This is an optimization exercise on Yosys and OpenROAD, whose aim is small area, not a production implementation. The RTL was checked by simulation tests, not by an equivalence proof against the original design. Power is estimated from default activity; no workload was simulated.

north:
## mips_core_top
module mips_core_top (
    input  logic        clk_i,
    input  logic        rst_n_i,
    input  logic        wb_cyc_i,
    input  logic        wb_stb_i,
    input  logic        wb_we_i,
    input  logic [5:0]  wb_adr_i,
    input  logic [31:0] wb_dat_i,
    output logic [31:0] wb_dat_o,
    output logic        wb_ack_o
);
Size: about 2,900 cells after synthesis, about 1,100 flip-flops, ~45,000 sq um of cells after synthesis.
==> flow/config.mk <==
export PLATFORM = sky130hd
export DESIGN_NAME = mips_core_top
export DESIGN_NICKNAME = mips_core_top
export VERILOG_FILES = /design/flow/design.v
export SDC_FILE = /design/flow/constraint.sdc
export NUM_CORES = 4
export LEC_CHECK = 0
export CAP_MARGIN = 10
export CORE_MARGIN = 2
export CORE_UTILIZATION = 60
export CTS_BUF_LIST = sky130_fd_sc_hd__clkbuf_8
export CTS_CLUSTER_DIAMETER = 70
export CTS_CLUSTER_SIZE = 16
export GPL_ROUTABILITY_DRIVEN = 0
export SETUP_SLACK_MARGIN = 0.05
export SLEW_MARGIN = 10
export SYNTH_HIERARCHICAL = 1
==> flow/constraint.sdc <==
create_clock -name core_clock -period 6.0 [get_ports {clk_i}]
set_input_delay 1.2000 -clock core_clock [delete_from_list [all_inputs] [get_ports {clk_i}]]
set_output_delay 1.2000 -clock core_clock [all_outputs]
set_load 0.01 [all_outputs]
standard.sh (not shown) runs the stock make flow with config.mk's settings and CLKGATE_MAP_FILE= SYNTH_SCRIPT=/design/flow/synth_recipe.tcl, a recipe that flattens the netlist after the stock synthesis.
==> flow/flow/run.sh <==
#!/bin/bash
# The standard layout, with a plain buffer (not a delay cell) on each input and output port.
set -euo pipefail
bash standard.sh "BUFFER_PORTS_ARGS=-buffer_cell sky130_fd_sc_hd__buf_2" finish > orfs_make.log 2>&1
--- input diff north..south ---
Settings: GPL_ROUTABILITY_DRIVEN removed (was 0); CTS_CLUSTER_DIAMETER changed from 70 to 90; SETUP_SLACK_MARGIN changed from 0.05 to 0.2; CTS_CLUSTER_SIZE changed from 16 to 25; SLEW_MARGIN changed from 10 to 20; GPL_TIMING_DRIVEN newly set to 0; CAP_MARGIN changed from 10 to 20; CTS_BUF_LIST changed from sky130_fd_sc_hd__clkbuf_8 to sky130_fd_sc_hd__clkbuf_8 sky130_fd_sc_hd__clkbuf_16.
==> comparison <==
- Final cell area: south above north
- north → south: post-route worst hold slack decreased 120 ps; switching part of the total power went down by 0.45 points.
Relative to south, the following input files were edited for east:
Settings: SLEW_MARGIN: 20 -> 10; CTS_CLUSTER_DIAMETER: 90 -> 70; CTS_CLUSTER_SIZE: 25 -> 16; PLACE_DENSITY: unset -> 0.75; GPL_TIMING_DRIVEN: 0 -> unset; CAP_MARGIN: 20 -> 10; CTS_BUF_LIST: sky130_fd_sc_hd__clkbuf_8 sky130_fd_sc_hd__clkbuf_16 -> sky130_fd_sc_hd__clkbuf_8; CORE_UTILIZATION: 60 -> 65; SETUP_SLACK_MARGIN: 0.2 -> 0.05.
Results
- Going from south to east, die boundary height shrinks by about 4%.
- The run showing the greater estimated wirelength of the detail-placed design is south.
- Time the worst path needs with I/O delays and setup: east vs south down 63 ps
- east against south: number of non-clock buffers in the layout shows a reduction of 146; final cell area excluding filler cells shows a reduction of 4.5%; sum of routed wire length over all layers shows a reduction of 3.9%; largest voltage drop on the vdd net shows a reduction of 1.2 uV; number of global-route vias before repair shows a reduction of about 2.3%.
#### Input delta (west over east)
Settings: CORE_UTILIZATION: 65 -> 60; PLACE_DENSITY: 0.75 -> unset.
## What came out
- Comparing the two runs side by side, west comes out behind east on area of the placeable core.
- Delta (west minus east): via total after detailed routing held steady; final-stage net count comparable.
- Share of the clock period used by the worst path after layout in west is 0.79 points above east.
- Between west and east, it is west whose width of the chip is higher, by 4.0%.
- Global routing met3 resource utilization was lower in west than in east.
- Relative area change from synthesis to final layout of west is on par with east.
- Between east and west, the flow reports routed wire length increasing by a few percent.

branch yarrow:
The RTL this note starts from:
==> flow/design.v <==
package cpu_pkg;
    localparam int DATA_W     = 32;
    localparam int INST_W     = 32;
    localparam int REG_ADDR_W = 5;
    localparam int REG_NUM    = 32;
    localparam int SHAMT_W    = 5;
    localparam int ALU_OP_W   = 4;
    localparam int WB_ADR_W   = 6;
    typedef logic [DATA_W-1:0]     data_t;
    typedef logic [INST_W-1:0]     inst_t;
    typedef logic [REG_ADDR_W-1:0] reg_addr_t;
    typedef logic [SHAMT_W-1:0]    shamt_t;
    typedef logic [ALU_OP_W-1:0]   alu_op_t;
    typedef logic [WB_ADR_W-1:0]   wb_adr_t;
    typedef enum logic {
        WB_IDLE,
        WB_ACK
    } wb_state_e;
    localparam logic [5:0] OP_SPECIAL = 6'b000000;
    localparam logic [5:0] OP_ADDI    = 6'b001000;
    localparam logic [5:0] OP_ADDIU   = 6'b001001;
    localparam logic [5:0] OP_SLTI    = 6'b001010;
    localparam logic [5:0] OP_SLTIU   = 6'b001011;
    localparam logic [5:0] OP_ANDI    = 6'b001100;
    localparam logic [5:0] OP_ORI     = 6'b001101;
    localparam logic [5:0] OP_XORI    = 6'b001110;
    localparam logic [5:0] OP_LUI     = 6'b001111;
    localparam logic [5:0] FN_SLL  = 6'b000000;
    localparam logic [5:0] FN_SRL  = 6'b000010;
    localparam logic [5:0] FN_SRA  = 6'b000011;
    localparam logic [5:0] FN_SLLV = 6'b000100;
    localparam logic [5:0] FN_SRLV = 6'b000110;
    localparam logic [5:0] FN_SRAV = 6'b000111;
    localparam logic [5:0] FN_ADD  = 6'b100000;
    localparam logic [5:0] FN_ADDU = 6'b100001;
    localparam logic [5:0] FN_SUB  = 6'b100010;
    localparam logic [5:0] FN_SUBU = 6'b100011;
    localparam logic [5:0] FN_AND  = 6'b100100;
    localparam logic [5:0] FN_OR   = 6'b100101;
    localparam logic [5:0] FN_XOR  = 6'b100110;
    localparam logic [5:0] FN_NOR  = 6'b100111;
    localparam logic [5:0] FN_SLT  = 6'b101010;
    localparam logic [5:0] FN_SLTU = 6'b101011;
    localparam alu_op_t ALU_NOP  = 4'd0;
    localparam alu_op_t ALU_OR   = 4'd1;
    localparam alu_op_t ALU_AND  = 4'd2;
    localparam alu_op_t ALU_XOR  = 4'd3;
    localparam alu_op_t ALU_NOR  = 4'd4;
    localparam alu_op_t ALU_SLL  = 4'd5;
    localparam alu_op_t ALU_SRL  = 4'd6;
    localparam alu_op_t ALU_SRA  = 4'd7;
    localparam alu_op_t ALU_ADD  = 4'd8;
    localparam alu_op_t ALU_SUB  = 4'd9;
    localparam alu_op_t ALU_SLT  = 4'd10;
    localparam alu_op_t ALU_SLTU = 4'd11;
    localparam data_t ZERO_WORD = '0;
    localparam wb_adr_t INST_ADR    = 6'd0;
    localparam int      REG_ADR_BIT = 5;         
endpackage
`timescale 1ns/100ps
module mips_core_top (
    input  logic        clk_i,
    input  logic        rst_n_i,
    input  logic        wb_cyc_i,
    input  logic        wb_stb_i,
    input  logic        wb_we_i,
    input  logic [5:0]  wb_adr_i,
    input  logic [31:0] wb_dat_i,
    output logic [31:0] wb_dat_o,
    output logic        wb_ack_o
);
    logic        ack_q;
    logic [31:0] regs [1:31];
    logic stb;
    assign stb      = wb_cyc_i & wb_stb_i;
    assign wb_ack_o = ack_q & stb;
    always_ff @(posedge clk_i) begin
        ack_q <= rst_n_i & stb & ~ack_q;
    end
    logic [5:0]  op;
    logic [5:0]  fn;
    logic [4:0]  rs;
    logic [4:0]  sa;
    assign op = wb_dat_i[31:26];
    assign rs = wb_dat_i[25:21];
    assign sa = wb_dat_i[10:6];
    assign fn = wb_dat_i[5:0];
    logic rtype;
    logic itype;
    logic fix_sh;
    logic var_sh;
    logic arith;
    logic valid;
    assign rtype  = (op == 6'b000000);
    assign itype  = (op[5:3] == 3'b001);
    assign fix_sh = (fn[5:2] == 4'b0000) && (fn[1:0] != 2'b01);
    assign var_sh = (fn[5:2] == 4'b0001) && (fn[1:0] != 2'b01);
    assign arith  = (fn[5:3] == 3'b100) || (fn[5:1] == 5'b10101);
    assign valid  = itype || (rtype && ((fix_sh && (rs == 5'd0)) || ((var_sh || arith) && (sa == 5'd0))));
    logic        rtype_q;
    logic [2:0]  f3_q;                          
    logic [4:0]  rt_q;
    logic [15:0] imm_q;                         
    logic        exe1_q;                        
    logic        exe2_q;                        
    logic [31:0] p_q;                           
    logic [31:0] g_q;                           
    logic [4:0]  amt_q;                         
    logic [4:0]  wd;
    logic        fwd;
    logic [31:0] result;
    assign wd = rtype_q ? imm_q[15:11] : rt_q;
    logic [31:0] immx;
    always_comb begin
        if (!f3_q[2]) begin
            immx = {{16{imm_q[15]}}, imm_q};
        end else if (f3_q[1:0] == 2'b11) begin
            immx = {imm_q, 16'h0};
        end else begin
            immx = {16'h0, imm_q};
        end
    end
    logic [4:0]  raddr;
    logic        ren;
    logic [31:0] rf_data;
    logic [31:0] rdata;
    assign raddr = ack_q ? (wb_we_i ? rs : wb_adr_i[4:0]) : rt_q;
    assign ren   = !ack_q | wb_we_i | wb_adr_i[5];     
    assign fwd   = ren && exe2_q && (wd != 5'd0) && (raddr == wd);
    logic [31:1]  rsel;
    logic [991:0] rflat;
    always_comb begin
        for (int i = 1; i < 32; i++) begin
            rsel[i] = ren && (raddr == 5'(i));
            rflat[(i-1)*32 +: 32] = regs[i];
        end
    end
    rf_read u_rf_read (
        .sel_i  (rsel),
        .data_i (rflat),
        .data_o (rf_data)
    );
    assign rdata = fwd ? result : rf_data;
    assign wb_dat_o = rdata;
    always_ff @(posedge clk_i) begin
        if (ack_q) begin
            rtype_q <= rtype;
            f3_q    <= rtype ? fn[2:0] : op[2:0];
            rt_q    <= wb_dat_i[20:16];
            imm_q   <= wb_dat_i[15:0];
        end
    end
    always_ff @(posedge clk_i) begin
        exe1_q <= rst_n_i && wb_ack_o && wb_we_i && (wb_adr_i == 6'd0) && valid;
        exe2_q <= rst_n_i && exe1_q;
        p_q    <= xm ^ yb;                     
        g_q    <= xm & yb;
        amt_q  <= p_q[4:0] | imm_q[10:6];      
    end
    logic        is_shift;
    logic        add_sub;
    logic        sub;
    logic [31:0] xm;
    logic [31:0] y;
    logic [31:0] yb;
    assign is_shift = rtype_q && !imm_q[5];
    assign add_sub  = !f3_q[2] && !is_shift;
    assign sub      = exe1_q && add_sub && f3_q[1];
    assign xm       = (!exe1_q || is_shift || (!rtype_q && (f3_q == 3'b111))) ? 32'd0 : p_q;
    assign y        = (rtype_q || !exe1_q) ? rdata : immx;
    assign yb       = y ^ {32{sub}};
    exec_alu u_alu (
        .rtype_i  (rtype_q),
        .f3_i     (f3_q),
        .imm_i    (imm_q),
        .amt_i    (amt_q),
        .zero_i   (!rst_n_i),
        .p_i      (p_q),
        .g_i      (g_q),
        .result_o (result)
    );
    always_ff @(posedge clk_i) begin
        for (int i = 1; i < 32; i++) begin
            if (!rst_n_i || (exe2_q && (wd == 5'(i)))) begin
                regs[i] <= result;
            end
        end
    end
endmodule
module rf_read (
    input  logic [31:1]  sel_i,
    input  logic [991:0] data_i,
    output logic [31:0]  data_o
);
    always_comb begin
        data_o = '0;
        for (int i = 1; i < 32; i++) begin
            data_o = data_o | ({32{sel_i[i]}} & data_i[(i-1)*32 +: 32]);
        end
    end
endmodule
module exec_alu (
    input  logic        rtype_i,
    input  logic [2:0]  f3_i,
    input  logic [15:0] imm_i,
    input  logic [4:0]  amt_i,
    input  logic        zero_i,              
    input  logic [31:0] p_i,
    input  logic [31:0] g_i,
    output logic [31:0] result_o
);
    logic        is_shift;
    logic        is_slt;
    logic        arith;
    logic        sub;
    assign is_shift = !zero_i && rtype_i && !imm_i[5];
    assign arith    = !zero_i && !f3_i[2];
    assign sub      = arith && f3_i[1];
    assign is_slt   = sub && (rtype_i ? imm_i[3] : 1'b1);
    logic [31:0] gl [6];
    logic [31:0] pl [6];
    always_comb begin
        gl[0] = g_i;
        pl[0] = p_i;
        for (int l = 0; l < 5; l++) begin
            for (int k = 0; k < 32; k++) begin
                if (k & (1 << l)) begin
                    gl[l+1][k] = gl[l][k] | (pl[l][k] & gl[l][(k | ((1 << l) - 1)) - (1 << l)]);
                    pl[l+1][k] = pl[l][k] & pl[l][(k | ((1 << l) - 1)) - (1 << l)];
                end else begin
                    gl[l+1][k] = gl[l][k];
                    pl[l+1][k] = pl[l][k];
                end
            end
        end
    end
    logic [32:0] c;
    always_comb begin
        c[0] = sub;
        for (int k = 0; k < 32; k++) begin
            c[k+1] = gl[5][k] | (pl[5][k] & sub);
        end
    end
    logic use_p;
    logic use_g;
    logic use_n;
    assign use_p = arith || (!zero_i && ((f3_i[1:0] == 2'b01) || (f3_i[1:0] == 2'b10) || ((f3_i[1:0] == 2'b11) && !rtype_i)));
    assign use_g = !zero_i && f3_i[2] && !f3_i[1];
    assign use_n = !zero_i && f3_i[2] && (f3_i[1:0] == 2'b11) && rtype_i;
    logic [31:0] t;
    assign t = (({32{use_p}} & p_i) | ({32{use_g}} & g_i) | ({32{use_n}} & ~(p_i | g_i)))
             ^ (c[31:0] & {32{arith}});
    logic lt;
    assign lt = f3_i[0] ? !c[32] : (p_i[31] ? t[31] : g_i[31]);
    logic        sh_left;
    logic [31:0] sh_in;
    logic [31:0] sh_r;
    logic [31:0] sh_res;
    logic        fill;
    assign sh_left = !imm_i[1];
    assign fill    = imm_i[0] & p_i[31];
    always_comb begin
        for (int i = 0; i < 32; i++) begin
            sh_in[i] = sh_left ? p_i[31-i] : p_i[i];
        end
    end
    assign sh_r = 32'({{32{fill}}, sh_in} >> amt_i);
    always_comb begin
        for (int i = 0; i < 32; i++) begin
            sh_res[i] = sh_left ? sh_r[31-i] : sh_r[i];
        end
    end
    always_comb begin
        if (is_shift) begin
            result_o = sh_res;
        end else if (is_slt) begin
            result_o = {31'd0, lt};
        end else begin
            result_o = t;
        end
    end
endmodule
==> flow/config.mk <==
export PLATFORM = sky130hd
export DESIGN_NAME = mips_core_top
export DESIGN_NICKNAME = mips_core_top
export VERILOG_FILES = /design/flow/design.v
export SDC_FILE = /design/flow/constraint.sdc
export NUM_CORES = 4
export LEC_CHECK = 0
export CAP_MARGIN = 10
export CORE_MARGIN = 2
export CORE_UTILIZATION = 60
export CTS_BUF_LIST = sky130_fd_sc_hd__clkbuf_8 sky130_fd_sc_hd__clkbuf_16
export CTS_CLUSTER_DIAMETER = 90
export CTS_CLUSTER_SIZE = 25
export SETUP_SLACK_MARGIN = 0.05
export SLEW_MARGIN = 10
export SYNTH_HIERARCHICAL = 1
==> flow/constraint.sdc <==
create_clock -name core_clock -period 6.0 [get_ports {clk_i}]
set_input_delay 1.2000 -clock core_clock [delete_from_list [all_inputs] [get_ports {clk_i}]]
set_output_delay 1.2000 -clock core_clock [all_outputs]
set_load 0.01 [all_outputs]
Scripts as last shown in full above: flow/flow/run.sh
Edits applied to the flow inputs when going from branch yarrow to branch quartz:
# branch yarrow
export LEC_CHECK = 0
export CAP_MARGIN = 10
export CORE_MARGIN = 2
export CORE_UTILIZATION = 60
export CTS_BUF_LIST = sky130_fd_sc_hd__clkbuf_8 sky130_fd_sc_hd__clkbuf_16
export CTS_CLUSTER_DIAMETER = 90
export CTS_CLUSTER_SIZE = 25
export SETUP_SLACK_MARGIN = 0.05
export SLEW_MARGIN = 10
export SYNTH_HIERARCHICAL = 1
create_clock -name core_clock -period 6.0 [get_ports {clk_i}]
# branch quartz
export LEC_CHECK = 0
export CAP_MARGIN = 10
export CORE_MARGIN = 2
export CORE_UTILIZATION = 65
export CTS_BUF_LIST = sky130_fd_sc_hd__clkbuf_8 sky130_fd_sc_hd__clkbuf_16
export CTS_CLUSTER_DIAMETER = 90
export CTS_CLUSTER_SIZE = 25
export SETUP_SLACK_MARGIN = 0.05
export SLEW_MARGIN = 10
export SYNTH_HIERARCHICAL = 1
create_clock -name core_clock -period 6.0 [get_ports {clk_i}]
Results
branch quartz vs branch yarrow, worst hold slack went down by 71 ps. Total non-filler cell area in the finished layout: branch yarrow vs branch quartz — no meaningful difference. Non-clock buffer count, branch quartz and branch yarrow: larger value in branch yarrow. The estimated power of branch quartz ends up lower than the estimate for branch yarrow. Taking branch yarrow as the reference, in branch quartz setup slack has decreased, final critical delay including setup and external delays has increased.

what the ideal ports hide:
The results above use ideal ports. As a check the final layouts listed here were re-extracted and re-timed, cells and wires unchanged. Step 1, drivers: a clkbuf_16 drives clk_i and a buf_2 each remaining input, both assumed. Step 2 times the ports against the registers' clock, not the clock port: input delays grow and output delays shrink by t, the midpoint of the rising clock arrivals with the driver on. a / b / c = no drivers / after step 1 / after step 2; a / b = the first two.
run | t, ns | setup slack, ns | worst setup path after step 2 | clock arrival spread, ns | pins driven straight from the clock port
north | 0.793 | 0.231 / 0.202 / 0.211 | input to output | 0.048 / 0.047 | 1
south | 0.714 | 0.118 / 0.060 / 0.081 | input to output | 0.027 / 0.028 | 1
east | 0.770 | 0.181 / 0.145 / 0.160 | input to output | 0.067 / 0.068 | 1
west | 0.790 | 0.134 / 0.065 / 0.154 | input to output | 0.057 / 0.057 | 1
branch yarrow | 0.708 | 0.180 / 0.152 / 0.152 | input to output | 0.037 / 0.036 | 1
branch quartz | 0.698 | 0.131 / 0.015 / 0.015 | input to output | 0.044 / 0.043 | 1
After both steps setup and hold are still met in every run listed. The setup slack of branch quartz, which loses most, moves by -0.116 ns with the drivers and by -0.116 ns with both steps.
